This is an optimization exercise on Yosys and OpenROAD, whose aim is small area, a short achievable clock period and few clock cycles per item, not a production implementation. At most, simulation tests tie the RTL to the original design; equivalence was not proved. For run 1, only the layout was checked, not whether the RTL still works.

==> flow/design.v (outline; a module is shown in full before it is edited, if it fits) <==
// module rcc_div_stage: 164 lines
// module rcc_front_a: 40 lines
// module rcc_front_b: 29 lines
// module rgb_cmyk_color_converter_core: 144 lines
// module rcc_recip: 138 lines
// module rcc_black: 95 lines
// module rcc_mul: 590 lines
// module rcc_qest: 60 lines
module rgb_cmyk_color_converter_core (
  input  logic             clk_i,
  input  logic             rst_ni,
  input  logic             start_i,
  output logic             busy_o,
  input  logic [REQ_W-1:0] req_i,
  output logic             done_o,
  output logic [RES_W-1:0] res_o
);
  // ...
==> flow/run.sh <==
#!/bin/bash
# synth_recipe.tcl (not shown) runs the flow's synth.tcl, then flattens the netlist and writes it again
# the make line also repeats each setting of config.mk as NAME=value (left out here)
make -C /OpenROAD-flow-scripts/flow DESIGN_CONFIG=/design/flow/config.mk WORK_HOME=/design/flow/orfs CLKGATE_MAP_FILE= SYNTH_SCRIPT=/design/flow/synth_recipe.tcl finish
==> flow/config.mk <==
export PLATFORM = sky130hd
export DESIGN_NAME = rgb_cmyk_color_converter_core
export DESIGN_NICKNAME = rgb_cmyk_color_converter_core
export VERILOG_FILES = /design/flow/design.v
export SDC_FILE = /design/flow/constraint.sdc
export NUM_CORES = 4
export LEC_CHECK = 0
export CAP_MARGIN = 20
export CORE_MARGIN = 2
export CORE_UTILIZATION = 40
export SLEW_MARGIN = 20
==> flow/constraint.sdc <==
create_clock -name core_clock -period 8.0 [get_ports {clk_i}]
set_input_delay 1.6000 -clock core_clock [delete_from_list [all_inputs] [get_ports {clk_i}]]
set_output_delay 1.6000 -clock core_clock [all_outputs]
set_load 0.01 [all_outputs]
==> results.cfg, run 1 <==
[sta]
rsz0062_at_grt = no
setup_violations = 0
finClkSkew_ns = 0.0302
holdWs_ns = 0.320
fin_crit_sh_pct = 66.3
clock.fmax_ghz = 0.189

[logic_synthesis]
syn_area_sq_um = 55900
syn_area_per_cell_sq_um = 8.26
ys_top_cells_by_count = xnor2_1 (1,098), nand2_1 (674), dfxtp_1 (568), ha_1 (483), maj3_1 (416)
synthAdderAreaFrac_pct = 19.6
yosys_warnings = 4
synth_flop_cell = dfxtp_1
muxShareOfSynthArea_pct = 1.10
synth.area.top_cells = dfxtp_1 (20%), xnor2_1 (17%), ha_1 (11%), maj3_1 (7.4%), xor2_1 (4.8%)
yosysMostFrequentCell = xnor2_1
async_flop_share_pct = 0.873

[hold_path]
worstHoldStart = bad3_q$_DFF_P_
worstHoldEndpoint = bad4_q$_DFF_P_
worstHoldPathType = flip-flop to flip-flop

[layout]
final_common_cell = xnor2_1
clock_area_share_pct = 4.12
ff_latch_area_sq_um = 11500
n_all_buffers = 239
final.fill_count = 13700

[drt]
wl_met2_microns = 76100
drt-met1-wl_microns = 72300
ant_nets = 0

[setup_path]
endpoint_kind = flip-flop
critPathSlowestCell = xor2_2
cp.arrival_ns = 5.83
cpLargestDelayFamily = adder cells
critical_path_class = flip-flop to flip-flop

[status]
run_status = timing/DRC/antenna clean

[job]
maxCapViolations = 0

[clock_tree]
path_clk_slew_ns = 0.06
clock-sinks = 573

[placed_design]
post_dp_cell_area_sq_um = 59000
==> module rcc_front_a, before the edit <==
module rcc_front_a (
  input  logic [REQ_W-1:0] req_i,
  output logic [1:0]       mode_o,
  output logic             bad_o,
  output logic [2:0][7:0]  rgb_o,
  output logic [2:0]       ge_o,     
  output logic [2:0]       sh_o,
  output logic [2:0][13:0] x_o,
  output logic [13:0]      y_o
);
  logic [1:0]       req_type;
  logic [2:0][7:0]  rgb;
  logic [2:0][13:0] cmy;
  logic [13:0]      black_in;
  logic [7:0]       any;
  logic             cmy_over, k_over;
  assign {req_type, rgb[0], rgb[1], rgb[2], cmy[0], cmy[1], cmy[2], black_in} = req_i;
  always_comb begin
    cmy_over = (cmy[0] > FULL_SCALE) || (cmy[1] > FULL_SCALE) || (cmy[2] > FULL_SCALE);
    k_over   = black_in > FULL_SCALE;
    mode_o = req_type;
    bad_o  = ((req_type == MODE_CMYK2RGB) && (cmy_over || k_over)) ||
             ((req_type == MODE_CMY2RGB) && cmy_over);
    rgb_o  = rgb;
    ge_o   = {rgb[0] >= rgb[1], rgb[0] >= rgb[2], rgb[1] >= rgb[2]};
    any = (req_type == MODE_RGB2CMYK) ? (rgb[0] | rgb[1] | rgb[2]) : 8'hff;
    casez (any)
      8'b1???????: sh_o = 3'd0;
      8'b01??????: sh_o = 3'd1;
      8'b001?????: sh_o = 3'd2;
      8'b0001????: sh_o = 3'd3;
      8'b00001???: sh_o = 3'd4;
      8'b000001??: sh_o = 3'd5;
      8'b0000001?: sh_o = 3'd6;
      default:     sh_o = 3'd7;
    endcase
    for (int l = 0; l < 3; l++) x_o[l] = FULL_SCALE - cmy[l];
    y_o = (req_type == MODE_CMYK2RGB) ? FULL_SCALE - black_in : FULL_SCALE;
  end
endmodule
==> module rcc_front_b, before the edit <==
module rcc_front_b (
  input  logic [1:0]       mode_i,
  input  logic [2:0][7:0]  rgb_i,
  input  logic [2:0]       ge_i,
  input  logic [2:0]       sh_i,
  input  logic [2:0][13:0] x_i,
  input  logic [13:0]      y_i,
  output logic [2:0][13:0] a_o,
  output logic [22:0]      b_o,
  output logic [7:0]       u_o
);
  logic [7:0]  mx, den, dn, n;
  logic [22:0] recip;
  rcc_recip u_recip (.i_i(dn[6:0]), .r_o(recip));
  always_comb begin
    if (ge_i[2] && ge_i[1]) mx = rgb_i[0];
    else if (ge_i[0])       mx = rgb_i[1];
    else                    mx = rgb_i[2];
    den = (mode_i == MODE_RGB2CMYK) ? mx : BYTE_MAX;
    dn  = den << sh_i;
    for (int l = 0; l < 3; l++) begin
      n = den - rgb_i[l];
      if (!mode_i[1]) a_o[l] = {6'b0, n << sh_i};
      else            a_o[l] = x_i[l];
    end
    b_o = mode_i[1] ? {9'b0, y_i} : recip;
    u_o = (mode_i == MODE_RGB2CMYK) ? BYTE_MAX - mx : 8'd0;
  end
endmodule
==> module rgb_cmyk_color_converter_core, before the edit <==
module rgb_cmyk_color_converter_core (
  input  logic             clk_i,
  input  logic             rst_ni,
  input  logic             start_i,
  output logic             busy_o,
  input  logic [REQ_W-1:0] req_i,
  output logic             done_o,
  output logic [RES_W-1:0] res_o
);
  assign busy_o = 1'b0;
  logic [1:0]       f_mode;
  logic             f_bad;
  logic [2:0][7:0]  f_rgb;
  logic [2:0]       f_ge, f_sh;
  logic [2:0][13:0] f_x;
  logic [13:0]      f_y;
  rcc_front_a u_front_a (
    .req_i  (req_i),
    .mode_o (f_mode),
    .bad_o  (f_bad),
    .rgb_o  (f_rgb),
    .ge_o   (f_ge),
    .sh_o   (f_sh),
    .x_o    (f_x),
    .y_o    (f_y)
  );
  logic             v1_q;
  logic [1:0]       mode1_q;
  logic             bad1_q;
  logic [2:0][7:0]  rgb1_q;
  logic [2:0]       ge1_q, sh1_q;
  logic [2:0][13:0] x1_q;
  logic [13:0]      y1_q;
  always_ff @(posedge clk_i or negedge rst_ni) begin
    if (!rst_ni) v1_q <= 1'b0;
    else         v1_q <= start_i;
  end
  always_ff @(posedge clk_i) begin
    mode1_q <= f_mode;
    bad1_q  <= f_bad;
    rgb1_q  <= f_rgb;
    ge1_q   <= f_ge;
    sh1_q   <= f_sh;
    x1_q    <= f_x;
    y1_q    <= f_y;
  end
  logic [2:0][13:0] g_a;
  logic [22:0]      g_b;
  logic [7:0]       g_u;
  rcc_front_b u_front_b (
    .mode_i (mode1_q),
    .rgb_i  (rgb1_q),
    .ge_i   (ge1_q),
    .sh_i   (sh1_q),
    .x_i    (x1_q),
    .y_i    (y1_q),
    .a_o    (g_a),
    .b_o    (g_b),
    .u_o    (g_u)
  );
  logic             v2_q, isb2_q, bad2_q;
  logic [2:0][13:0] a2_q;
  logic [22:0]      b2_q;
  logic [7:0]       u2_q;
  always_ff @(posedge clk_i or negedge rst_ni) begin
    if (!rst_ni) v2_q <= 1'b0;
    else         v2_q <= v1_q;
  end
  always_ff @(posedge clk_i) begin
    isb2_q <= mode1_q[1];
    bad2_q <= bad1_q;
    a2_q   <= g_a;
    b2_q   <= g_b;
    u2_q   <= g_u;
  end
  logic [2:0][29:0] ps, pc;
  logic [13:0]      black;
  for (genvar l = 0; l < 3; l++) begin : g_mul
    rcc_mul u_mul (.isb_i(isb2_q), .a_i(a2_q[l]), .b_i(b2_q), .s_o(ps[l]), .c_o(pc[l]));
  end
  rcc_black u_black (.u_i(u2_q), .k_o(black));
  logic             v3_q, isb3_q, bad3_q;
  logic [2:0][29:0] ps3_q, pc3_q;
  logic [13:0]      black3_q;
  always_ff @(posedge clk_i or negedge rst_ni) begin
    if (!rst_ni) v3_q <= 1'b0;
    else         v3_q <= v2_q;
  end
  always_ff @(posedge clk_i) begin
    isb3_q   <= isb2_q;
    bad3_q   <= bad2_q;
    ps3_q    <= ps;
    pc3_q    <= pc;
    black3_q <= black;
  end
  logic [2:0][29:0] p;
  logic [2:0][7:0]  qh;
  for (genvar l = 0; l < 3; l++) begin : g_qest
    assign p[l] = ps3_q[l] + pc3_q[l];
    rcc_qest u_qest (.s_i(ps3_q[l][27:0]), .c_i(pc3_q[l][27:0]), .qh_o(qh[l]));
  end
  logic             v4_q, isb4_q, bad4_q;
  logic [2:0][29:0] p4_q;
  logic [2:0][7:0]  qh4_q;
  logic [13:0]      black4_q;
  always_ff @(posedge clk_i or negedge rst_ni) begin
    if (!rst_ni) v4_q <= 1'b0;
    else         v4_q <= v3_q;
  end
  always_ff @(posedge clk_i) begin
    isb4_q   <= isb3_q;
    bad4_q   <= bad3_q;
    p4_q     <= p;
    qh4_q    <= qh;
    black4_q <= black3_q;
  end
  logic [2:0][7:0]  qb;
  logic [RES_W-1:0] res_d, res_q;
  logic             v5_q;
  for (genvar l = 0; l < 3; l++) begin : g_qfix
    rcc_div_stage u_qfix (.p_i(p4_q[l][26:0]), .qh_i(qh4_q[l]), .q_o(qb[l]));
  end
  always_comb begin
    res_d    = '0;
    res_d[0] = bad4_q;
    for (int l = 0; l < 3; l++) begin
      if (isb4_q) begin
        if (!bad4_q) res_d[80 - 8*l -: 8] = qb[l];
      end else begin
        res_d[56 - 14*l -: 14] = p4_q[l][29:16];
      end
    end
    res_d[14:1] = black4_q;
  end
  always_ff @(posedge clk_i or negedge rst_ni) begin
    if (!rst_ni) v5_q <= 1'b0;
    else         v5_q <= v4_q;
  end
  always_ff @(posedge clk_i) begin
    res_q <= res_d;
  end
  assign done_o = v5_q;
  assign res_o  = res_q;
endmodule
==> module rcc_mul, before the edit <==
module rcc_mul (
  input  logic        isb_i,
  input  logic [13:0] a_i,
  input  logic [22:0] b_i,
  output logic [29:0] s_o,
  output logic [29:0] c_o
);
  logic [7:0]  na;
  logic [13:0] xb;
  assign na = a_i[7:0] & {8{!isb_i}};
  assign xb = a_i & {14{isb_i}};
  wire pp0 = (na[0] & b_i[0]) | (xb[0] & b_i[0]);
  wire pp1 = (na[0] & b_i[1]) | (xb[0] & b_i[1]);
  wire pp2 = (na[1] & b_i[0]) | (xb[1] & b_i[0]);
  wire pp3 = (na[0] & b_i[2]) | (xb[0] & b_i[2]);
  wire pp4 = (na[1] & b_i[1]) | (xb[1] & b_i[1]);
  wire pp5 = (na[2] & b_i[0]) | (xb[2] & b_i[0]);
  wire pp6 = (na[0] & b_i[3]) | (xb[0] & b_i[3]);
  wire pp7 = (na[1] & b_i[2]) | (xb[1] & b_i[2]);
  wire pp8 = (na[2] & b_i[1]) | (xb[2] & b_i[1]);
  wire pp9 = (na[3] & b_i[0]) | (xb[3] & b_i[0]);
  wire pp10 = (na[0] & b_i[4]) | (xb[0] & b_i[4]);
  wire pp11 = (na[1] & b_i[3]) | (xb[1] & b_i[3]);
  wire pp12 = (na[2] & b_i[2]) | (xb[2] & b_i[2]);
  wire pp13 = (na[3] & b_i[1]) | (xb[3] & b_i[1]);
  wire pp14 = (na[4] & b_i[0]) | (xb[4] & b_i[0]);
  wire pp15 = (na[0] & b_i[5]) | (xb[0] & b_i[5]);
  wire pp16 = (na[1] & b_i[4]) | (xb[1] & b_i[4]);
  wire pp17 = (na[2] & b_i[3]) | (xb[2] & b_i[3]);
  wire pp18 = (na[3] & b_i[2]) | (xb[3] & b_i[2]);
  wire pp19 = (na[4] & b_i[1]) | (xb[4] & b_i[1]);
  wire pp20 = (na[5] & b_i[0]) | (xb[5] & b_i[0]);
  wire pp21 = (na[0] & b_i[6]) | (xb[0] & b_i[6]);
  wire pp22 = (na[1] & b_i[5]) | (xb[1] & b_i[5]);
  wire pp23 = (na[2] & b_i[4]) | (xb[2] & b_i[4]);
  wire pp24 = (na[3] & b_i[3]) | (xb[3] & b_i[3]);
  wire pp25 = (na[4] & b_i[2]) | (xb[4] & b_i[2]);
  wire pp26 = (na[5] & b_i[1]) | (xb[5] & b_i[1]);
  wire pp27 = (na[6] & b_i[0]) | (xb[6] & b_i[0]);
  wire pp28 = (na[0] & b_i[7]) | (xb[0] & b_i[7]);
  wire pp29 = (na[1] & b_i[6]) | (xb[1] & b_i[6]);
  wire pp30 = (na[2] & b_i[5]) | (xb[2] & b_i[5]);
  wire pp31 = (na[3] & b_i[4]) | (xb[3] & b_i[4]);
  wire pp32 = (na[4] & b_i[3]) | (xb[4] & b_i[3]);
  wire pp33 = (na[5] & b_i[2]) | (xb[5] & b_i[2]);
  wire pp34 = (na[6] & b_i[1]) | (xb[6] & b_i[1]);
  wire pp35 = (na[7] & b_i[0]) | (xb[7] & b_i[0]);
  wire pp36 = (na[0] & b_i[8]) | (xb[0] & b_i[8]);
  wire pp37 = (na[1] & b_i[7]) | (xb[1] & b_i[7]);
  wire pp38 = (na[2] & b_i[6]) | (xb[2] & b_i[6]);
  wire pp39 = (na[3] & b_i[5]) | (xb[3] & b_i[5]);
  wire pp40 = (na[4] & b_i[4]) | (xb[4] & b_i[4]);
  wire pp41 = (na[5] & b_i[3]) | (xb[5] & b_i[3]);
  wire pp42 = (na[6] & b_i[2]) | (xb[6] & b_i[2]);
  wire pp43 = (na[7] & b_i[1]) | (xb[7] & b_i[1]);
  wire pp44 = (xb[8] & b_i[0]);
  wire pp45 = (na[0] & b_i[9]) | (xb[0] & b_i[9]);
  wire pp46 = (na[1] & b_i[8]) | (xb[1] & b_i[8]);
  wire pp47 = (na[2] & b_i[7]) | (xb[2] & b_i[7]);
  wire pp48 = (na[3] & b_i[6]) | (xb[3] & b_i[6]);
  wire pp49 = (na[4] & b_i[5]) | (xb[4] & b_i[5]);
  wire pp50 = (na[5] & b_i[4]) | (xb[5] & b_i[4]);
  wire pp51 = (na[6] & b_i[3]) | (xb[6] & b_i[3]);
  wire pp52 = (na[7] & b_i[2]) | (xb[7] & b_i[2]);
  wire pp53 = (xb[8] & b_i[1]);
  wire pp54 = (xb[9] & b_i[0]);
  wire pp55 = (na[0] & b_i[10]) | (xb[0] & b_i[10]);
  wire pp56 = (na[1] & b_i[9]) | (xb[1] & b_i[9]);
  wire pp57 = (na[2] & b_i[8]) | (xb[2] & b_i[8]);
  wire pp58 = (na[3] & b_i[7]) | (xb[3] & b_i[7]);
  wire pp59 = (na[4] & b_i[6]) | (xb[4] & b_i[6]);
  wire pp60 = (na[5] & b_i[5]) | (xb[5] & b_i[5]);
  wire pp61 = (na[6] & b_i[4]) | (xb[6] & b_i[4]);
  wire pp62 = (na[7] & b_i[3]) | (xb[7] & b_i[3]);
  wire pp63 = (xb[8] & b_i[2]);
  wire pp64 = (xb[9] & b_i[1]);
  wire pp65 = (xb[10] & b_i[0]);
  wire pp66 = (na[0] & b_i[11]) | (xb[0] & b_i[11]);
  wire pp67 = (na[1] & b_i[10]) | (xb[1] & b_i[10]);
  wire pp68 = (na[2] & b_i[9]) | (xb[2] & b_i[9]);
  wire pp69 = (na[3] & b_i[8]) | (xb[3] & b_i[8]);
  wire pp70 = (na[4] & b_i[7]) | (xb[4] & b_i[7]);
  wire pp71 = (na[5] & b_i[6]) | (xb[5] & b_i[6]);
  wire pp72 = (na[6] & b_i[5]) | (xb[6] & b_i[5]);
  wire pp73 = (na[7] & b_i[4]) | (xb[7] & b_i[4]);
  wire pp74 = (xb[8] & b_i[3]);
  wire pp75 = (xb[9] & b_i[2]);
  wire pp76 = (xb[10] & b_i[1]);
  wire pp77 = (xb[11] & b_i[0]);
  wire pp78 = (na[0] & b_i[12]) | (xb[0] & b_i[12]);
  wire pp79 = (na[1] & b_i[11]) | (xb[1] & b_i[11]);
  wire pp80 = (na[2] & b_i[10]) | (xb[2] & b_i[10]);
  wire pp81 = (na[3] & b_i[9]) | (xb[3] & b_i[9]);
  wire pp82 = (na[4] & b_i[8]) | (xb[4] & b_i[8]);
  wire pp83 = (na[5] & b_i[7]) | (xb[5] & b_i[7]);
  wire pp84 = (na[6] & b_i[6]) | (xb[6] & b_i[6]);
  wire pp85 = (na[7] & b_i[5]) | (xb[7] & b_i[5]);
  wire pp86 = (xb[8] & b_i[4]);
  wire pp87 = (xb[9] & b_i[3]);
  wire pp88 = (xb[10] & b_i[2]);
  wire pp89 = (xb[11] & b_i[1]);
  wire pp90 = (xb[12] & b_i[0]);
  wire pp91 = (na[0] & b_i[13]) | (xb[0] & b_i[13]);
  wire pp92 = (na[1] & b_i[12]) | (xb[1] & b_i[12]);
  wire pp93 = (na[2] & b_i[11]) | (xb[2] & b_i[11]);
  wire pp94 = (na[3] & b_i[10]) | (xb[3] & b_i[10]);
  wire pp95 = (na[4] & b_i[9]) | (xb[4] & b_i[9]);
  wire pp96 = (na[5] & b_i[8]) | (xb[5] & b_i[8]);
  wire pp97 = (na[6] & b_i[7]) | (xb[6] & b_i[7]);
  wire pp98 = (na[7] & b_i[6]) | (xb[7] & b_i[6]);
  wire pp99 = (xb[8] & b_i[5]);
  wire pp100 = (xb[9] & b_i[4]);
  wire pp101 = (xb[10] & b_i[3]);
  wire pp102 = (xb[11] & b_i[2]);
  wire pp103 = (xb[12] & b_i[1]);
  wire pp104 = (xb[13] & b_i[0]);
  wire pp105 = (na[0] & b_i[14]) | (xb[1] & b_i[13]);
  wire pp106 = (na[1] & b_i[13]) | (xb[2] & b_i[12]);
  wire pp107 = (na[2] & b_i[12]) | (xb[3] & b_i[11]);
  wire pp108 = (na[3] & b_i[11]) | (xb[4] & b_i[10]);
  wire pp109 = (na[4] & b_i[10]) | (xb[5] & b_i[9]);
  wire pp110 = (na[5] & b_i[9]) | (xb[6] & b_i[8]);
  wire pp111 = (na[6] & b_i[8]) | (xb[7] & b_i[7]);
  wire pp112 = (na[7] & b_i[7]) | (xb[8] & b_i[6]);
  wire pp113 = (xb[9] & b_i[5]);
  wire pp114 = (xb[10] & b_i[4]);
  wire pp115 = (xb[11] & b_i[3]);
  wire pp116 = (xb[12] & b_i[2]);
  wire pp117 = (xb[13] & b_i[1]);
  wire pp118 = (na[0] & b_i[15]) | (xb[2] & b_i[13]);
  wire pp119 = (na[1] & b_i[14]) | (xb[3] & b_i[12]);
  wire pp120 = (na[2] & b_i[13]) | (xb[4] & b_i[11]);
  wire pp121 = (na[3] & b_i[12]) | (xb[5] & b_i[10]);
  wire pp122 = (na[4] & b_i[11]) | (xb[6] & b_i[9]);
  wire pp123 = (na[5] & b_i[10]) | (xb[7] & b_i[8]);
  wire pp124 = (na[6] & b_i[9]) | (xb[8] & b_i[7]);
  wire pp125 = (na[7] & b_i[8]) | (xb[9] & b_i[6]);
  wire pp126 = (xb[10] & b_i[5]);
  wire pp127 = (xb[11] & b_i[4]);
  wire pp128 = (xb[12] & b_i[3]);
  wire pp129 = (xb[13] & b_i[2]);
  wire pp130 = (na[0] & b_i[16]) | (xb[3] & b_i[13]);
  wire pp131 = (na[1] & b_i[15]) | (xb[4] & b_i[12]);
  wire pp132 = (na[2] & b_i[14]) | (xb[5] & b_i[11]);
  wire pp133 = (na[3] & b_i[13]) | (xb[6] & b_i[10]);
  wire pp134 = (na[4] & b_i[12]) | (xb[7] & b_i[9]);
  wire pp135 = (na[5] & b_i[11]) | (xb[8] & b_i[8]);
  wire pp136 = (na[6] & b_i[10]) | (xb[9] & b_i[7]);
  wire pp137 = (na[7] & b_i[9]) | (xb[10] & b_i[6]);
  wire pp138 = (xb[11] & b_i[5]);
  wire pp139 = (xb[12] & b_i[4]);
  wire pp140 = (xb[13] & b_i[3]);
  wire pp141 = (na[0] & b_i[17]) | (xb[4] & b_i[13]);
  wire pp142 = (na[1] & b_i[16]) | (xb[5] & b_i[12]);
  wire pp143 = (na[2] & b_i[15]) | (xb[6] & b_i[11]);
  wire pp144 = (na[3] & b_i[14]) | (xb[7] & b_i[10]);
  wire pp145 = (na[4] & b_i[13]) | (xb[8] & b_i[9]);
  wire pp146 = (na[5] & b_i[12]) | (xb[9] & b_i[8]);
  wire pp147 = (na[6] & b_i[11]) | (xb[10] & b_i[7]);
  wire pp148 = (na[7] & b_i[10]) | (xb[11] & b_i[6]);
  wire pp149 = (xb[12] & b_i[5]);
  wire pp150 = (xb[13] & b_i[4]);
  wire pp151 = (na[0] & b_i[18]) | (xb[5] & b_i[13]);
  wire pp152 = (na[1] & b_i[17]) | (xb[6] & b_i[12]);
  wire pp153 = (na[2] & b_i[16]) | (xb[7] & b_i[11]);
  wire pp154 = (na[3] & b_i[15]) | (xb[8] & b_i[10]);
  wire pp155 = (na[4] & b_i[14]) | (xb[9] & b_i[9]);
  wire pp156 = (na[5] & b_i[13]) | (xb[10] & b_i[8]);
  wire pp157 = (na[6] & b_i[12]) | (xb[11] & b_i[7]);
  wire pp158 = (na[7] & b_i[11]) | (xb[12] & b_i[6]);
  wire pp159 = (xb[13] & b_i[5]);
  wire pp160 = (na[0] & b_i[19]) | (xb[6] & b_i[13]);
  wire pp161 = (na[1] & b_i[18]) | (xb[7] & b_i[12]);
  wire pp162 = (na[2] & b_i[17]) | (xb[8] & b_i[11]);
  wire pp163 = (na[3] & b_i[16]) | (xb[9] & b_i[10]);
  wire pp164 = (na[4] & b_i[15]) | (xb[10] & b_i[9]);
  wire pp165 = (na[5] & b_i[14]) | (xb[11] & b_i[8]);
  wire pp166 = (na[6] & b_i[13]) | (xb[12] & b_i[7]);
  wire pp167 = (na[7] & b_i[12]) | (xb[13] & b_i[6]);
  wire pp168 = (na[0] & b_i[20]) | (xb[7] & b_i[13]);
  wire pp169 = (na[1] & b_i[19]) | (xb[8] & b_i[12]);
  wire pp170 = (na[2] & b_i[18]) | (xb[9] & b_i[11]);
  wire pp171 = (na[3] & b_i[17]) | (xb[10] & b_i[10]);
  wire pp172 = (na[4] & b_i[16]) | (xb[11] & b_i[9]);
  wire pp173 = (na[5] & b_i[15]) | (xb[12] & b_i[8]);
  wire pp174 = (na[6] & b_i[14]) | (xb[13] & b_i[7]);
  wire pp175 = (na[7] & b_i[13]);
  wire pp176 = (na[0] & b_i[21]) | (xb[8] & b_i[13]);
  wire pp177 = (na[1] & b_i[20]) | (xb[9] & b_i[12]);
  wire pp178 = (na[2] & b_i[19]) | (xb[10] & b_i[11]);
  wire pp179 = (na[3] & b_i[18]) | (xb[11] & b_i[10]);
  wire pp180 = (na[4] & b_i[17]) | (xb[12] & b_i[9]);
  wire pp181 = (na[5] & b_i[16]) | (xb[13] & b_i[8]);
  wire pp182 = (na[6] & b_i[15]);
  wire pp183 = (na[7] & b_i[14]);
  wire pp184 = (na[0] & b_i[22]) | (xb[9] & b_i[13]);
  wire pp185 = (na[1] & b_i[21]) | (xb[10] & b_i[12]);
  wire pp186 = (na[2] & b_i[20]) | (xb[11] & b_i[11]);
  wire pp187 = (na[3] & b_i[19]) | (xb[12] & b_i[10]);
  wire pp188 = (na[4] & b_i[18]) | (xb[13] & b_i[9]);
  wire pp189 = (na[5] & b_i[17]);
  wire pp190 = (na[6] & b_i[16]);
  wire pp191 = (na[7] & b_i[15]);
  wire pp192 = (na[1] & b_i[22]) | (xb[10] & b_i[13]);
  wire pp193 = (na[2] & b_i[21]) | (xb[11] & b_i[12]);
  wire pp194 = (na[3] & b_i[20]) | (xb[12] & b_i[11]);
  wire pp195 = (na[4] & b_i[19]) | (xb[13] & b_i[10]);
  wire pp196 = (na[5] & b_i[18]);
  wire pp197 = (na[6] & b_i[17]);
  wire pp198 = (na[7] & b_i[16]);
  wire pp199 = (na[2] & b_i[22]) | (xb[11] & b_i[13]);
  wire pp200 = (na[3] & b_i[21]) | (xb[12] & b_i[12]);
  wire pp201 = (na[4] & b_i[20]) | (xb[13] & b_i[11]);
  wire pp202 = (na[5] & b_i[19]);
  wire pp203 = (na[6] & b_i[18]);
  wire pp204 = (na[7] & b_i[17]);
  wire pp205 = (na[3] & b_i[22]) | (xb[12] & b_i[13]);
  wire pp206 = (na[4] & b_i[21]) | (xb[13] & b_i[12]);
  wire pp207 = (na[5] & b_i[20]);
  wire pp208 = (na[6] & b_i[19]);
  wire pp209 = (na[7] & b_i[18]);
  wire pp210 = (na[4] & b_i[22]) | (xb[13] & b_i[13]);
  wire pp211 = (na[5] & b_i[21]);
  wire pp212 = (na[6] & b_i[20]);
  wire pp213 = (na[7] & b_i[19]);
  wire pp214 = (na[5] & b_i[22]);
  wire pp215 = (na[6] & b_i[21]);
  wire pp216 = (na[7] & b_i[20]);
  wire pp217 = (na[6] & b_i[22]);
  wire pp218 = (na[7] & b_i[21]);
  wire pp219 = (na[7] & b_i[22]);
  wire t1 = pp91 ^ pp92;
  wire t2 = pp91 & pp92;
  wire t3 = pp105 ^ pp106;
  wire t4 = pp105 & pp106;
  wire t5 = pp45 ^ pp46;
  wire t6 = pp45 & pp46;
  wire t7 = pp55 ^ pp56 ^ pp57;
  wire t8 = (pp55 ^ pp56) ? pp57 : pp55;
  wire t9 = pp58 ^ pp59;
  wire t10 = pp58 & pp59;
  wire t11 = pp66 ^ pp67 ^ pp68;
  wire t12 = (pp66 ^ pp67) ? pp68 : pp66;
  wire t13 = pp69 ^ pp70 ^ pp71;
  wire t14 = (pp69 ^ pp70) ? pp71 : pp69;
  wire t15 = pp72 ^ pp73;
  wire t16 = pp72 & pp73;
  wire t17 = pp78 ^ pp79 ^ pp80;
  wire t18 = (pp78 ^ pp79) ? pp80 : pp78;
  wire t19 = pp81 ^ pp82 ^ pp83;
  wire t20 = (pp81 ^ pp82) ? pp83 : pp81;
  wire t21 = pp84 ^ pp85 ^ pp86;
  wire t22 = (pp84 ^ pp85) ? pp86 : pp84;
  wire t23 = pp87 ^ pp88;
  wire t24 = pp87 & pp88;
  wire t25 = t1 ^ pp93 ^ pp94;
  wire t26 = (t1 ^ pp93) ? pp94 : t1;
  wire t27 = pp95 ^ pp96 ^ pp97;
  wire t28 = (pp95 ^ pp96) ? pp97 : pp95;
  wire t29 = pp98 ^ pp99 ^ pp100;
  wire t30 = (pp98 ^ pp99) ? pp100 : pp98;
  wire t31 = pp101 ^ pp102 ^ pp103;
  wire t32 = (pp101 ^ pp102) ? pp103 : pp101;
  wire t33 = t2 ^ t3 ^ pp107;
  wire t34 = (t2 ^ t3) ? pp107 : t2;
  wire t35 = pp108 ^ pp109 ^ pp110;
  wire t36 = (pp108 ^ pp109) ? pp110 : pp108;
  wire t37 = pp111 ^ pp112 ^ pp113;
  wire t38 = (pp111 ^ pp112) ? pp113 : pp111;
  wire t39 = pp114 ^ pp115 ^ pp116;
  wire t40 = (pp114 ^ pp115) ? pp116 : pp114;
  wire t41 = t4 ^ pp118 ^ pp119;
  wire t42 = (t4 ^ pp118) ? pp119 : t4;
  wire t43 = pp120 ^ pp121 ^ pp122;
  wire t44 = (pp120 ^ pp121) ? pp122 : pp120;
  wire t45 = pp123 ^ pp124 ^ pp125;
  wire t46 = (pp123 ^ pp124) ? pp125 : pp123;
  wire t47 = pp126 ^ pp127 ^ pp128;
  wire t48 = (pp126 ^ pp127) ? pp128 : pp126;
  wire t49 = pp130 ^ pp131 ^ pp132;
  wire t50 = (pp130 ^ pp131) ? pp132 : pp130;
  wire t51 = pp133 ^ pp134 ^ pp135;
  wire t52 = (pp133 ^ pp134) ? pp135 : pp133;
  wire t53 = pp136 ^ pp137 ^ pp138;
  wire t54 = (pp136 ^ pp137) ? pp138 : pp136;
  wire t55 = pp141 ^ pp142 ^ pp143;
  wire t56 = (pp141 ^ pp142) ? pp143 : pp141;
  wire t57 = pp144 ^ pp145 ^ pp146;
  wire t58 = (pp144 ^ pp145) ? pp146 : pp144;
  wire t59 = pp151 ^ pp152 ^ pp153;
  wire t60 = (pp151 ^ pp152) ? pp153 : pp151;
  wire t61 = pp21 ^ pp22;
  wire t62 = pp21 & pp22;
  wire t63 = pp28 ^ pp29 ^ pp30;
  wire t64 = (pp28 ^ pp29) ? pp30 : pp28;
  wire t65 = pp31 ^ pp32;
  wire t66 = pp31 & pp32;
  wire t67 = pp36 ^ pp37 ^ pp38;
  wire t68 = (pp36 ^ pp37) ? pp38 : pp36;
  wire t69 = pp39 ^ pp40 ^ pp41;
  wire t70 = (pp39 ^ pp40) ? pp41 : pp39;
  wire t71 = pp42 ^ pp43;
  wire t72 = pp42 & pp43;
  wire t73 = t5 ^ pp47 ^ pp48;
  wire t74 = (t5 ^ pp47) ? pp48 : t5;
  wire t75 = pp49 ^ pp50 ^ pp51;
  wire t76 = (pp49 ^ pp50) ? pp51 : pp49;
  wire t77 = pp52 ^ pp53 ^ pp54;
  wire t78 = (pp52 ^ pp53) ? pp54 : pp52;
  wire t79 = t6 ^ t7 ^ t9;
  wire t80 = (t6 ^ t7) ? t9 : t6;
  wire t81 = pp60 ^ pp61 ^ pp62;
  wire t82 = (pp60 ^ pp61) ? pp62 : pp60;
  wire t83 = pp63 ^ pp64 ^ pp65;
  wire t84 = (pp63 ^ pp64) ? pp65 : pp63;
  wire t85 = t8 ^ t10 ^ t11;
  wire t86 = (t8 ^ t10) ? t11 : t8;
  wire t87 = t13 ^ t15 ^ pp74;
  wire t88 = (t13 ^ t15) ? pp74 : t13;
  wire t89 = pp75 ^ pp76 ^ pp77;
  wire t90 = (pp75 ^ pp76) ? pp77 : pp75;
  wire t91 = t12 ^ t14 ^ t16;
  wire t92 = (t12 ^ t14) ? t16 : t12;
  wire t93 = t17 ^ t19 ^ t21;
  wire t94 = (t17 ^ t19) ? t21 : t17;
  wire t95 = t23 ^ pp89 ^ pp90;
  wire t96 = (t23 ^ pp89) ? pp90 : t23;
  wire t97 = t18 ^ t20 ^ t22;
  wire t98 = (t18 ^ t20) ? t22 : t18;
  wire t99 = t24 ^ t25 ^ t27;
  wire t100 = (t24 ^ t25) ? t27 : t24;
  wire t101 = t29 ^ t31 ^ pp104;
  wire t102 = (t29 ^ t31) ? pp104 : t29;
  wire t103 = t26 ^ t28 ^ t30;
  wire t104 = (t26 ^ t28) ? t30 : t26;
  wire t105 = t32 ^ t33 ^ t35;
  wire t106 = (t32 ^ t33) ? t35 : t32;
  wire t107 = t37 ^ t39 ^ pp117;
  wire t108 = (t37 ^ t39) ? pp117 : t37;
  wire t109 = t34 ^ t36 ^ t38;
  wire t110 = (t34 ^ t36) ? t38 : t34;
  wire t111 = t40 ^ t41 ^ t43;
  wire t112 = (t40 ^ t41) ? t43 : t40;
  wire t113 = t45 ^ t47 ^ pp129;
  wire t114 = (t45 ^ t47) ? pp129 : t45;
  wire t115 = t42 ^ t44 ^ t46;
  wire t116 = (t42 ^ t44) ? t46 : t42;
  wire t117 = t48 ^ t49 ^ t51;
  wire t118 = (t48 ^ t49) ? t51 : t48;
  wire t119 = t53 ^ pp139 ^ pp140;
  wire t120 = (t53 ^ pp139) ? pp140 : t53;
  wire t121 = t50 ^ t52 ^ t54;
  wire t122 = (t50 ^ t52) ? t54 : t50;
  wire t123 = t55 ^ t57 ^ pp147;
  wire t124 = (t55 ^ t57) ? pp147 : t55;
  wire t125 = pp148 ^ pp149 ^ pp150;
  wire t126 = (pp148 ^ pp149) ? pp150 : pp148;
  wire t127 = t56 ^ t58 ^ t59;
  wire t128 = (t56 ^ t58) ? t59 : t56;
  wire t129 = pp154 ^ pp155 ^ pp156;
  wire t130 = (pp154 ^ pp155) ? pp156 : pp154;
  wire t131 = pp157 ^ pp158 ^ pp159;
  wire t132 = (pp157 ^ pp158) ? pp159 : pp157;
  wire t133 = t60 ^ pp160 ^ pp161;
  wire t134 = (t60 ^ pp160) ? pp161 : t60;
  wire t135 = pp162 ^ pp163 ^ pp164;
  wire t136 = (pp162 ^ pp163) ? pp164 : pp162;
  wire t137 = pp165 ^ pp166 ^ pp167;
  wire t138 = (pp165 ^ pp166) ? pp167 : pp165;
  wire t139 = pp168 ^ pp169 ^ pp170;
  wire t140 = (pp168 ^ pp169) ? pp170 : pp168;
  wire t141 = pp171 ^ pp172 ^ pp173;
  wire t142 = (pp171 ^ pp172) ? pp173 : pp171;
  wire t143 = pp174 ^ pp175;
  wire t144 = pp174 & pp175;
  wire t145 = pp176 ^ pp177 ^ pp178;
  wire t146 = (pp176 ^ pp177) ? pp178 : pp176;
  wire t147 = pp179 ^ pp180 ^ pp181;
  wire t148 = (pp179 ^ pp180) ? pp181 : pp179;
  wire t149 = pp182 ^ pp183;
  wire t150 = pp182 & pp183;
  wire t151 = pp184 ^ pp185 ^ pp186;
  wire t152 = (pp184 ^ pp185) ? pp186 : pp184;
  wire t153 = pp187 ^ pp188 ^ pp189;
  wire t154 = (pp187 ^ pp188) ? pp189 : pp187;
  wire t155 = pp190 ^ pp191;
  wire t156 = pp190 & pp191;
  wire t157 = pp192 ^ pp193 ^ pp194;
  wire t158 = (pp192 ^ pp193) ? pp194 : pp192;
  wire t159 = pp195 ^ pp196 ^ pp197;
  wire t160 = (pp195 ^ pp196) ? pp197 : pp195;
  wire t161 = pp199 ^ pp200 ^ pp201;
  wire t162 = (pp199 ^ pp200) ? pp201 : pp199;
  wire t163 = pp10 ^ pp11;
  wire t164 = pp10 & pp11;
  wire t165 = pp15 ^ pp16 ^ pp17;
  wire t166 = (pp15 ^ pp16) ? pp17 : pp15;
  wire t167 = pp18 ^ pp19;
  wire t168 = pp18 & pp19;
  wire t169 = t61 ^ pp23 ^ pp24;
  wire t170 = (t61 ^ pp23) ? pp24 : t61;
  wire t171 = pp25 ^ pp26 ^ pp27;
  wire t172 = (pp25 ^ pp26) ? pp27 : pp25;
  wire t173 = t62 ^ t63 ^ t65;
  wire t174 = (t62 ^ t63) ? t65 : t62;
  wire t175 = pp33 ^ pp34 ^ pp35;
  wire t176 = (pp33 ^ pp34) ? pp35 : pp33;
  wire t177 = t64 ^ t66 ^ t67;
  wire t178 = (t64 ^ t66) ? t67 : t64;
  wire t179 = t69 ^ t71 ^ pp44;
  wire t180 = (t69 ^ t71) ? pp44 : t69;
  wire t181 = t68 ^ t70 ^ t72;
  wire t182 = (t68 ^ t70) ? t72 : t68;
  wire t183 = t73 ^ t75 ^ t77;
  wire t184 = (t73 ^ t75) ? t77 : t73;
  wire t185 = t74 ^ t76 ^ t78;
  wire t186 = (t74 ^ t76) ? t78 : t74;
  wire t187 = t79 ^ t81 ^ t83;
  wire t188 = (t79 ^ t81) ? t83 : t79;
  wire t189 = t80 ^ t82 ^ t84;
  wire t190 = (t80 ^ t82) ? t84 : t80;
  wire t191 = t85 ^ t87 ^ t89;
  wire t192 = (t85 ^ t87) ? t89 : t85;
  wire t193 = t86 ^ t88 ^ t90;
  wire t194 = (t86 ^ t88) ? t90 : t86;
  wire t195 = t91 ^ t93 ^ t95;
  wire t196 = (t91 ^ t93) ? t95 : t91;
  wire t197 = t92 ^ t94 ^ t96;
  wire t198 = (t92 ^ t94) ? t96 : t92;
  wire t199 = t97 ^ t99 ^ t101;
  wire t200 = (t97 ^ t99) ? t101 : t97;
  wire t201 = t98 ^ t100 ^ t102;
  wire t202 = (t98 ^ t100) ? t102 : t98;
  wire t203 = t103 ^ t105 ^ t107;
  wire t204 = (t103 ^ t105) ? t107 : t103;
  wire t205 = t104 ^ t106 ^ t108;
  wire t206 = (t104 ^ t106) ? t108 : t104;
  wire t207 = t109 ^ t111 ^ t113;
  wire t208 = (t109 ^ t111) ? t113 : t109;
  wire t209 = t110 ^ t112 ^ t114;
  wire t210 = (t110 ^ t112) ? t114 : t110;
  wire t211 = t115 ^ t117 ^ t119;
  wire t212 = (t115 ^ t117) ? t119 : t115;
  wire t213 = t116 ^ t118 ^ t120;
  wire t214 = (t116 ^ t118) ? t120 : t116;
  wire t215 = t121 ^ t123 ^ t125;
  wire t216 = (t121 ^ t123) ? t125 : t121;
  wire t217 = t122 ^ t124 ^ t126;
  wire t218 = (t122 ^ t124) ? t126 : t122;
  wire t219 = t127 ^ t129 ^ t131;
  wire t220 = (t127 ^ t129) ? t131 : t127;
  wire t221 = t128 ^ t130 ^ t132;
  wire t222 = (t128 ^ t130) ? t132 : t128;
  wire t223 = t133 ^ t135 ^ t137;
  wire t224 = (t133 ^ t135) ? t137 : t133;
  wire t225 = t134 ^ t136 ^ t138;
  wire t226 = (t134 ^ t136) ? t138 : t134;
  wire t227 = t139 ^ t141 ^ t143;
  wire t228 = (t139 ^ t141) ? t143 : t139;
  wire t229 = t140 ^ t142 ^ t144;
  wire t230 = (t140 ^ t142) ? t144 : t140;
  wire t231 = t145 ^ t147 ^ t149;
  wire t232 = (t145 ^ t147) ? t149 : t145;
  wire t233 = t146 ^ t148 ^ t150;
  wire t234 = (t146 ^ t148) ? t150 : t146;
  wire t235 = t151 ^ t153 ^ t155;
  wire t236 = (t151 ^ t153) ? t155 : t151;
  wire t237 = t152 ^ t154 ^ t156;
  wire t238 = (t152 ^ t154) ? t156 : t152;
  wire t239 = t157 ^ t159 ^ pp198;
  wire t240 = (t157 ^ t159) ? pp198 : t157;
  wire t241 = t158 ^ t160 ^ t161;
  wire t242 = (t158 ^ t160) ? t161 : t158;
  wire t243 = pp202 ^ pp203 ^ pp204;
  wire t244 = (pp202 ^ pp203) ? pp204 : pp202;
  wire t245 = t162 ^ pp205 ^ pp206;
  wire t246 = (t162 ^ pp205) ? pp206 : t162;
  wire t247 = pp207 ^ pp208 ^ pp209;
  wire t248 = (pp207 ^ pp208) ? pp209 : pp207;
  wire t249 = pp210 ^ pp211 ^ pp212;
  wire t250 = (pp210 ^ pp211) ? pp212 : pp210;
  wire t251 = pp6 ^ pp7;
  wire t252 = pp6 & pp7;
  wire t253 = t163 ^ pp12 ^ pp13;
  wire t254 = (t163 ^ pp12) ? pp13 : t163;
  wire t255 = t164 ^ t165 ^ t167;
  wire t256 = (t164 ^ t165) ? t167 : t164;
  wire t257 = t166 ^ t168 ^ t169;
  wire t258 = (t166 ^ t168) ? t169 : t166;
  wire t259 = t170 ^ t172 ^ t173;
  wire t260 = (t170 ^ t172) ? t173 : t170;
  wire t261 = t174 ^ t176 ^ t177;
  wire t262 = (t174 ^ t176) ? t177 : t174;
  wire t263 = t178 ^ t180 ^ t181;
  wire t264 = (t178 ^ t180) ? t181 : t178;
  wire t265 = t182 ^ t184 ^ t185;
  wire t266 = (t182 ^ t184) ? t185 : t182;
  wire t267 = t186 ^ t188 ^ t189;
  wire t268 = (t186 ^ t188) ? t189 : t186;
  wire t269 = t190 ^ t192 ^ t193;
  wire t270 = (t190 ^ t192) ? t193 : t190;
  wire t271 = t194 ^ t196 ^ t197;
  wire t272 = (t194 ^ t196) ? t197 : t194;
  wire t273 = t198 ^ t200 ^ t201;
  wire t274 = (t198 ^ t200) ? t201 : t198;
  wire t275 = t202 ^ t204 ^ t205;
  wire t276 = (t202 ^ t204) ? t205 : t202;
  wire t277 = t206 ^ t208 ^ t209;
  wire t278 = (t206 ^ t208) ? t209 : t206;
  wire t279 = t210 ^ t212 ^ t213;
  wire t280 = (t210 ^ t212) ? t213 : t210;
  wire t281 = t214 ^ t216 ^ t217;
  wire t282 = (t214 ^ t216) ? t217 : t214;
  wire t283 = t218 ^ t220 ^ t221;
  wire t284 = (t218 ^ t220) ? t221 : t218;
  wire t285 = t222 ^ t224 ^ t225;
  wire t286 = (t222 ^ t224) ? t225 : t222;
  wire t287 = t226 ^ t228 ^ t229;
  wire t288 = (t226 ^ t228) ? t229 : t226;
  wire t289 = t230 ^ t232 ^ t233;
  wire t290 = (t230 ^ t232) ? t233 : t230;
  wire t291 = t234 ^ t236 ^ t237;
  wire t292 = (t234 ^ t236) ? t237 : t234;
  wire t293 = t238 ^ t240 ^ t241;
  wire t294 = (t238 ^ t240) ? t241 : t238;
  wire t295 = t242 ^ t244 ^ t245;
  wire t296 = (t242 ^ t244) ? t245 : t242;
  wire t297 = t246 ^ t248 ^ t249;
  wire t298 = (t246 ^ t248) ? t249 : t246;
  wire t299 = t250 ^ pp214 ^ pp215;
  wire t300 = (t250 ^ pp214) ? pp215 : t250;
  wire t301 = pp3 ^ pp4;
  wire t302 = pp3 & pp4;
  wire t303 = t251 ^ pp8 ^ pp9;
  wire t304 = (t251 ^ pp8) ? pp9 : t251;
  wire t305 = t252 ^ t253 ^ pp14;
  wire t306 = (t252 ^ t253) ? pp14 : t252;
  wire t307 = t254 ^ t255 ^ pp20;
  wire t308 = (t254 ^ t255) ? pp20 : t254;
  wire t309 = t256 ^ t257 ^ t171;
  wire t310 = (t256 ^ t257) ? t171 : t256;
  wire t311 = t258 ^ t259 ^ t175;
  wire t312 = (t258 ^ t259) ? t175 : t258;
  wire t313 = t260 ^ t261 ^ t179;
  wire t314 = (t260 ^ t261) ? t179 : t260;
  wire t315 = t262 ^ t263 ^ t183;
  wire t316 = (t262 ^ t263) ? t183 : t262;
  wire t317 = t264 ^ t265 ^ t187;
  wire t318 = (t264 ^ t265) ? t187 : t264;
  wire t319 = t266 ^ t267 ^ t191;
  wire t320 = (t266 ^ t267) ? t191 : t266;
  wire t321 = t268 ^ t269 ^ t195;
  wire t322 = (t268 ^ t269) ? t195 : t268;
  wire t323 = t270 ^ t271 ^ t199;
  wire t324 = (t270 ^ t271) ? t199 : t270;
  wire t325 = t272 ^ t273 ^ t203;
  wire t326 = (t272 ^ t273) ? t203 : t272;
  wire t327 = t274 ^ t275 ^ t207;
  wire t328 = (t274 ^ t275) ? t207 : t274;
  wire t329 = t276 ^ t277 ^ t211;
  wire t330 = (t276 ^ t277) ? t211 : t276;
  wire t331 = t278 ^ t279 ^ t215;
  wire t332 = (t278 ^ t279) ? t215 : t278;
  wire t333 = t280 ^ t281 ^ t219;
  wire t334 = (t280 ^ t281) ? t219 : t280;
  wire t335 = t282 ^ t283 ^ t223;
  wire t336 = (t282 ^ t283) ? t223 : t282;
  wire t337 = t284 ^ t285 ^ t227;
  wire t338 = (t284 ^ t285) ? t227 : t284;
  wire t339 = t286 ^ t287 ^ t231;
  wire t340 = (t286 ^ t287) ? t231 : t286;
  wire t341 = t288 ^ t289 ^ t235;
  wire t342 = (t288 ^ t289) ? t235 : t288;
  wire t343 = t290 ^ t291 ^ t239;
  wire t344 = (t290 ^ t291) ? t239 : t290;
  wire t345 = t292 ^ t293 ^ t243;
  wire t346 = (t292 ^ t293) ? t243 : t292;
  wire t347 = t294 ^ t295 ^ t247;
  wire t348 = (t294 ^ t295) ? t247 : t294;
  wire t349 = t296 ^ t297 ^ pp213;
  wire t350 = (t296 ^ t297) ? pp213 : t296;
  wire t351 = t298 ^ t299 ^ pp216;
  wire t352 = (t298 ^ t299) ? pp216 : t298;
  wire t353 = t300 ^ pp217 ^ pp218;
  wire t354 = (t300 ^ pp217) ? pp218 : t300;
  wire [29:0] p_s = {t354, t352, t350, t348, t346, t344, t342, t340, t338, t336, t334, t332, t330, t328, t326, t324, t322, t320, t318, t316, t314, t312, t310, t308, t306, t304, t302, t301, pp1, pp0};
  wire [29:0] p_c = {pp219, t353, t351, t349, t347, t345, t343, t341, t339, t337, t335, t333, t331, t329, t327, t325, t323, t321, t319, t317, t315, t313, t311, t309, t307, t305, t303, pp5, pp2, 1'b0};
  assign s_o = p_s;
  assign c_o = p_c;
endmodule
==> inputs of run 2 (changes only) <==
--- a/flow/design.v
+++ b/flow/design.v
@@ -180,5 +180,5 @@
   output logic             bad_o,
-  output logic [2:0][7:0]  rgb_o,
-  output logic [2:0]       ge_o,     
-  output logic [2:0]       sh_o,
+  output logic [2:0][7:0]  rgbn_o,    
+  output logic [7:0]       dn_o,      
+  output logic [7:0]       u_o,
   output logic [2:0][13:0] x_o,
@@ -190,3 +190,4 @@
   logic [13:0]      black_in;
-  logic [7:0]       any;
+  logic [7:0]       mx, any, den;
+  logic [2:0]       sh;
   logic             cmy_over, k_over;
@@ -199,15 +200,22 @@
              ((req_type == MODE_CMY2RGB) && cmy_over);
-    rgb_o  = rgb;
-    ge_o   = {rgb[0] >= rgb[1], rgb[0] >= rgb[2], rgb[1] >= rgb[2]};
+    if ((rgb[0] >= rgb[1]) && (rgb[0] >= rgb[2])) mx = rgb[0];
+    else if (rgb[1] >= rgb[2])                     mx = rgb[1];
+    else                                           mx = rgb[2];
     any = (req_type == MODE_RGB2CMYK) ? (rgb[0] | rgb[1] | rgb[2]) : 8'hff;
     casez (any)
-      8'b1???????: sh_o = 3'd0;
-      8'b01??????: sh_o = 3'd1;
-      8'b001?????: sh_o = 3'd2;
-      8'b0001????: sh_o = 3'd3;
-      8'b00001???: sh_o = 3'd4;
-      8'b000001??: sh_o = 3'd5;
-      8'b0000001?: sh_o = 3'd6;
-      default:     sh_o = 3'd7;
+      8'b1???????: sh = 3'd0;
+      8'b01??????: sh = 3'd1;
+      8'b001?????: sh = 3'd2;
+      8'b0001????: sh = 3'd3;
+      8'b00001???: sh = 3'd4;
+      8'b000001??: sh = 3'd5;
+      8'b0000001?: sh = 3'd6;
+      default:     sh = 3'd7;
     endcase
+    for (int l = 0; l < 3; l++) rgbn_o[l] = rgb[l] << sh;
+    if ((rgb[0] >= rgb[1]) && (rgb[0] >= rgb[2])) den = rgbn_o[0];
+    else if (rgb[1] >= rgb[2])                     den = rgbn_o[1];
+    else                                           den = rgbn_o[2];
+    dn_o = (req_type == MODE_RGB2CMYK) ? den : BYTE_MAX;
+    u_o = (req_type == MODE_RGB2CMYK) ? ~mx : 8'd0;
     for (int l = 0; l < 3; l++) x_o[l] = FULL_SCALE - cmy[l];
@@ -218,27 +226,18 @@
   input  logic [1:0]       mode_i,
-  input  logic [2:0][7:0]  rgb_i,
-  input  logic [2:0]       ge_i,
-  input  logic [2:0]       sh_i,
+  input  logic [2:0][7:0]  rgbn_i,
+  input  logic [7:0]       dn_i,
   input  logic [2:0][13:0] x_i,
   input  logic [13:0]      y_i,
-  output logic [2:0][13:0] a_o,
-  output logic [22:0]      b_o,
-  output logic [7:0]       u_o
+  output logic [2:0][7:0]  na_o,
+  output logic [2:0][13:0] xb_o,
+  output logic [22:0]      b_o
 );
-  logic [7:0]  mx, den, dn, n;
   logic [22:0] recip;
-  rcc_recip u_recip (.i_i(dn[6:0]), .r_o(recip));
+  rcc_recip u_recip (.i_i(dn_i[6:0] & {7{!mode_i[1]}}), .r_o(recip));
   always_comb begin
-    if (ge_i[2] && ge_i[1]) mx = rgb_i[0];
-    else if (ge_i[0])       mx = rgb_i[1];
-    else                    mx = rgb_i[2];
-    den = (mode_i == MODE_RGB2CMYK) ? mx : BYTE_MAX;
-    dn  = den << sh_i;
     for (int l = 0; l < 3; l++) begin
-      n = den - rgb_i[l];
-      if (!mode_i[1]) a_o[l] = {6'b0, n << sh_i};
-      else            a_o[l] = x_i[l];
+      na_o[l] = mode_i[1] ? 8'd0 : dn_i - rgbn_i[l];
+      xb_o[l] = mode_i[1] ? x_i[l] : 14'd0;
     end
     b_o = mode_i[1] ? {9'b0, y_i} : recip;
-    u_o = (mode_i == MODE_RGB2CMYK) ? BYTE_MAX - mx : 8'd0;
   end
@@ -258,4 +257,4 @@
   logic             f_bad;
-  logic [2:0][7:0]  f_rgb;
-  logic [2:0]       f_ge, f_sh;
+  logic [2:0][7:0]  f_rgbn;
+  logic [7:0]       f_dn, f_u;
   logic [2:0][13:0] f_x;
@@ -266,5 +265,5 @@
     .bad_o  (f_bad),
-    .rgb_o  (f_rgb),
-    .ge_o   (f_ge),
-    .sh_o   (f_sh),
+    .rgbn_o (f_rgbn),
+    .dn_o   (f_dn),
+    .u_o    (f_u),
     .x_o    (f_x),
@@ -275,4 +274,4 @@
   logic             bad1_q;
-  logic [2:0][7:0]  rgb1_q;
-  logic [2:0]       ge1_q, sh1_q;
+  logic [2:0][7:0]  rgbn1_q;
+  logic [7:0]       dn1_q, u1_q;
   logic [2:0][13:0] x1_q;
@@ -286,5 +285,5 @@
     bad1_q  <= f_bad;
-    rgb1_q  <= f_rgb;
-    ge1_q   <= f_ge;
-    sh1_q   <= f_sh;
+    rgbn1_q <= f_rgbn;
+    dn1_q   <= f_dn;
+    u1_q    <= f_u;
     x1_q    <= f_x;
@@ -292,18 +291,18 @@
   end
-  logic [2:0][13:0] g_a;
+  logic [2:0][7:0]  g_na;
+  logic [2:0][13:0] g_xb;
   logic [22:0]      g_b;
-  logic [7:0]       g_u;
   rcc_front_b u_front_b (
     .mode_i (mode1_q),
-    .rgb_i  (rgb1_q),
-    .ge_i   (ge1_q),
-    .sh_i   (sh1_q),
+    .rgbn_i (rgbn1_q),
+    .dn_i   (dn1_q),
     .x_i    (x1_q),
     .y_i    (y1_q),
-    .a_o    (g_a),
-    .b_o    (g_b),
-    .u_o    (g_u)
+    .na_o   (g_na),
+    .xb_o   (g_xb),
+    .b_o    (g_b)
   );
   logic             v2_q, isb2_q, bad2_q;
-  logic [2:0][13:0] a2_q;
+  logic [2:0][7:0]  na2_q;
+  logic [2:0][13:0] xb2_q;
   logic [22:0]      b2_q;
@@ -317,15 +316,14 @@
     bad2_q <= bad1_q;
-    a2_q   <= g_a;
+    na2_q  <= g_na;
+    xb2_q  <= g_xb;
     b2_q   <= g_b;
-    u2_q   <= g_u;
+    u2_q   <= u1_q;
   end
   logic [2:0][29:0] ps, pc;
-  logic [13:0]      black;
   for (genvar l = 0; l < 3; l++) begin : g_mul
-    rcc_mul u_mul (.isb_i(isb2_q), .a_i(a2_q[l]), .b_i(b2_q), .s_o(ps[l]), .c_o(pc[l]));
+    rcc_mul u_mul (.na(na2_q[l]), .xb(xb2_q[l]), .b_i(b2_q), .s_o(ps[l]), .c_o(pc[l]));
   end
-  rcc_black u_black (.u_i(u2_q), .k_o(black));
   logic             v3_q, isb3_q, bad3_q;
   logic [2:0][29:0] ps3_q, pc3_q;
-  logic [13:0]      black3_q;
+  logic [7:0]       u3_q;
   always_ff @(posedge clk_i or negedge rst_ni) begin
@@ -335,7 +333,7 @@
   always_ff @(posedge clk_i) begin
-    isb3_q   <= isb2_q;
-    bad3_q   <= bad2_q;
-    ps3_q    <= ps;
-    pc3_q    <= pc;
-    black3_q <= black;
+    isb3_q <= isb2_q;
+    bad3_q <= bad2_q;
+    ps3_q  <= ps;
+    pc3_q  <= pc;
+    u3_q   <= u2_q;
   end
@@ -350,3 +348,3 @@
   logic [2:0][7:0]  qh4_q;
-  logic [13:0]      black4_q;
+  logic [7:0]       u4_q;
   always_ff @(posedge clk_i or negedge rst_ni) begin
@@ -360,6 +358,8 @@
     qh4_q    <= qh;
-    black4_q <= black3_q;
+    u4_q     <= u3_q;
   end
   logic [2:0][7:0]  qb;
+  logic [13:0]      black;
   logic [RES_W-1:0] res_d, res_q;
+  rcc_black u_black (.u_i(u4_q), .k_o(black));
   logic             v5_q;
@@ -378,3 +378,3 @@
     end
-    res_d[14:1] = black4_q;
+    res_d[14:1] = black;
   end
@@ -624,4 +624,4 @@
 module rcc_mul (
-  input  logic        isb_i,
-  input  logic [13:0] a_i,
+  input  logic [7:0]  na,
+  input  logic [13:0] xb,
   input  logic [22:0] b_i,
@@ -630,6 +630,2 @@
 );
-  logic [7:0]  na;
-  logic [13:0] xb;
-  assign na = a_i[7:0] & {8{!isb_i}};
-  assign xb = a_i & {14{isb_i}};
   wire pp0 = (na[0] & b_i[0]) | (xb[0] & b_i[0]);
--- a/flow/config.mk
+++ b/flow/config.mk
@@ -10,2 +10,3 @@
 export CORE_UTILIZATION = 40
+export SETUP_SLACK_MARGIN = 4.6
 export SLEW_MARGIN = 20
==> results.cfg, run 2 <==
[status]
run_status = timing/DRC/antenna clean

[clock_tree]
cts_buffer_depth = 3
clk_latency_ns = 0.70
cts_hold_buf = 0
path_clk_slew_ns = 0.06
cts_buffers = 72
cts_tree = yes
htree_levels = 3
clockRootBuffer = clkbuf_16
clock-sinks = 594

[sta]
rsz0062_at_grt = yes
timing.final.ws_setup_ns = 3.83
finalHoldViolCount = 0
setup_violations = 0
tightestPinTransition_ns = 1.08
clock.fmax_ghz = 0.240
period_needed_ns = 4.17
maxSlewHeadroom_pct = 27.8
fin_crit_sh_pct = 52.2
timing.final.max_slew_violations = 0
finClkSkew_ns = 0.0356
tns_ns = 0

[logic_synthesis]
synth-compound-area-share_pct = 16.9
yosys_warnings = 4
yosysMostFrequentCell = xnor2_1
synth_area_leader_cell = dfxtp_1
syn_area_per_cell_sq_um = 8.09
synth_xor_area_share_pct = 23.2
synth-simple-area-share_pct = 14.0
syn_nets = 7540
synth_seq_cells = 594
synth_flop_cell = dfxtp_1
async_flop_share_pct = 0.842
ys_top_cells_by_count = xnor2_1 (1,089), nand2_1 (691), dfxtp_1 (589), ha_1 (483), nor2_1 (441)
ys_seq_area_share_pct = 21.2
synth.top_cell.area_share_pct = 20.9
muxShareOfSynthArea_pct = 0.591
synthAdderAreaFrac_pct = 19.0
synth.area.top_cells = dfxtp_1 (21%), xnor2_1 (17%), ha_1 (11%), maj3_1 (7.5%), xor2_1 (5.3%)
synth-edff-count = 0
synth_top_family_by_area = XOR/XNOR gates
synth.distinct_cells = 96
syn_area_sq_um = 56300
synthCells = 6963

[drt]
ant_nets = 0
wl_per_cell_microns = 18.7
drt-vias-per-instance = 5.49
totalWireLength_microns = 169000
drc_errors = 0
drt-pass1-iter-count = 6
drt_iter0_drc = 3775
vias = 49700

[layout]
drive_gt1_share_pct = 13.9
area_growth_pct = 18.5
final_core_util_pct = 47.8
final.fill_count = 13400
mostFrequentLayoutCells = xnor2_1 (1,034), nand2_1 (680), dfxtp_1 (497), ha_1 (419), nor2_1 (417)
final_common_cell = xnor2_1
final_nets = 7687
top_regs = p4_q: 90 flops, ps3_q: 90 flops, pc3_q: 87 flops

[global_route]
grt_max_degree = 61
grt_pass1_wl_microns = 266000
antenna_found_initial = 5
grt_pass1_vias = 48600
grt_usage_pct = 23.0
overflow = 0

[floorplan]
dieArea_sq_um = 144000
initial_core_util_pct = 40.3
die_y_microns = 379
pin_count = 168
core-area_sq_um = 140000
die_w_microns = 379
rows = 137

[setup_path]
critPathMaxFanout = 4
rr_endpoint = qh4_q[7]$_DFF_P_
cp.arrival_ns = 4.72
cp.required_ns = 8.54
endpoint_kind = flip-flop
r2r-start = pc3_q[17]$_DFF_P_
start_kind = flip-flop
critical_path_class = flip-flop to flip-flop
reg2regPathDepth = 20
r2r_setup_slack_ns = 3.83

[job]
maxCapViolations = 0

[hold_path]
worstHoldEndpoint = u4_q[5]$_DFF_P_
worstHoldPathType = flip-flop to flip-flop
worstHoldStart = u3_q[5]$_DFF_P_
min_path_cells = 0

[placed_design]
place.gp.congestion = 0.942
preCtsSetupSlack_ns = 2.42
io_buffer_count = 166
hpwl_microns = 118000
-- run 2: final cells by class --
class | count | area [sq um] | area share (%)
multi-input combinational | 5638 | 44400 | 66.4
clock buffer | 90 | 1960 | 2.94
timing repair buffer | 427 | 3840 | 5.75
inverter | 377 | 1470 | 2.21
tap | 1876 | 2350 | 3.52
sequential | 594 | 12100 | 18.2
clock inverter | 41 | 651 | 0.975
antenna | 1 | 2.50 | 0.00375
-- run 2: critical path, cell delays in order, from the launching register on --
cell and delay [ns]:
dfxtp_2 0.33, ha_4 0.16, fa_2 0.36, a21o_1 0.20, a21oi_4 0.17, buf_6 0.12
nor2_1 0.03, a22oi_1 0.22, o22ai_2 0.12, xor2_2 0.19, xnor2_2 0.18, maj3_2 0.35
xnor2_2 0.16, xnor2_2 0.23, ha_4 0.24, and3_4 0.16, a31o_4 0.22, o211a_1 0.24
o21a_1 0.20, nor2_2 0.09, xnor2_1 0.06
-- run 2: routing by layer --
layer  vias up  wire (microns)  track usage, %
li1      24200               -               -
met1     23400           75300            30.2
met2      1729           76200            37.5
met3       387           11100            3.49
met4         6            6640            9.69
met5         -              33               0
-- run 2: timing repair --
action / 4_1_cts / 5_1_grt
setup buffers: 137 / 63
gates cloned: 4 / 2
pin swaps: 138 / 104
gates resized for setup: 381 / 257
endpoints found under the setup margin: 157 / 122
-- run 2: worst max path at each step --
stage,start,end,slack [ns]
final,pc3_q[17]$_DFF_P_,qh4_q[7]$_DFF_P_,3.83
after global routing,pc3_q[17]$_DFF_P_,qh4_q[7]$_DFF_P_,3.64
after CTS,pc3_q[17]$_DFF_P_,qh4_q[7]$_DFF_P_,3.80
after detailed placement,req_i[81],dn1_q[7]$_SDFF_PN1_,2.42
after global placement,req_i[81],dn1_q[7]$_SDFF_PN1_,2.33
after floorplan,ps3_q[17]$_DFF_P_,qh4_q[7]$_DFF_P_,3.71
-- run 2: cell families after synthesis --
| family | count (synthesis) |
|---|---|
| AND/OR/NAND/NOR | 1731 |
| buffers and inverters | 737 |
| multiplexers | 33 |
| XOR/XNOR | 1458 |
| flip-flops | 594 |
| other | 1 |
| adder cells (fa/ha/maj) | 936 |
| AO/OA/AOI/OAI | 1473 |
-- run 2: per-stage QoR --
step | area [sq um] | hold WS, ns | instances
6_report | 66800 | 0.324 | 9044
2_1_floorplan | 57200 | 0.310 | 6963
3_5_place_dp | 60000 | 0.312 | 8706
5_1_grt | 66800 | 0.327 | 9044
4_1_cts | 65300 | 0.325 | 8978
3_3_place_gp | 60000 | 0.311 | 8706
Testbench counts of run 2, summed over its fixed seeds: cycles 16,040, items 16,000.

==> port drivers added, routing unchanged <==
Ports are ideal in the flow. The routed layouts listed here were re-timed in OpenROAD. Step 1: set_driving_cell puts a clkbuf_16 on clk_i and a buf_2 on each other input, an assumption about the parent block. Step 2 also shifts input and output timing later by t, the mid clock arrival at the registers, as if the neighbouring blocks saw the same clock. a / b / c = ideal / step 1 / step 2; a / b = the first two.
| run | shift t [ns] | setup slack, ns | worst setup path after step 2 | worst slew at a driven data input, ns | pins driven straight from the clock port |
|---|---|---|---|---|---|
| run 1 | 0.738 | 2.698 / 2.698 / 2.698 | register to register | 0.08 | 1 |
| run 2 | 0.760 | 3.825 / 3.825 / 3.825 | register to register | 0.10 | 1 |
After both steps setup and hold are still met in every run listed.
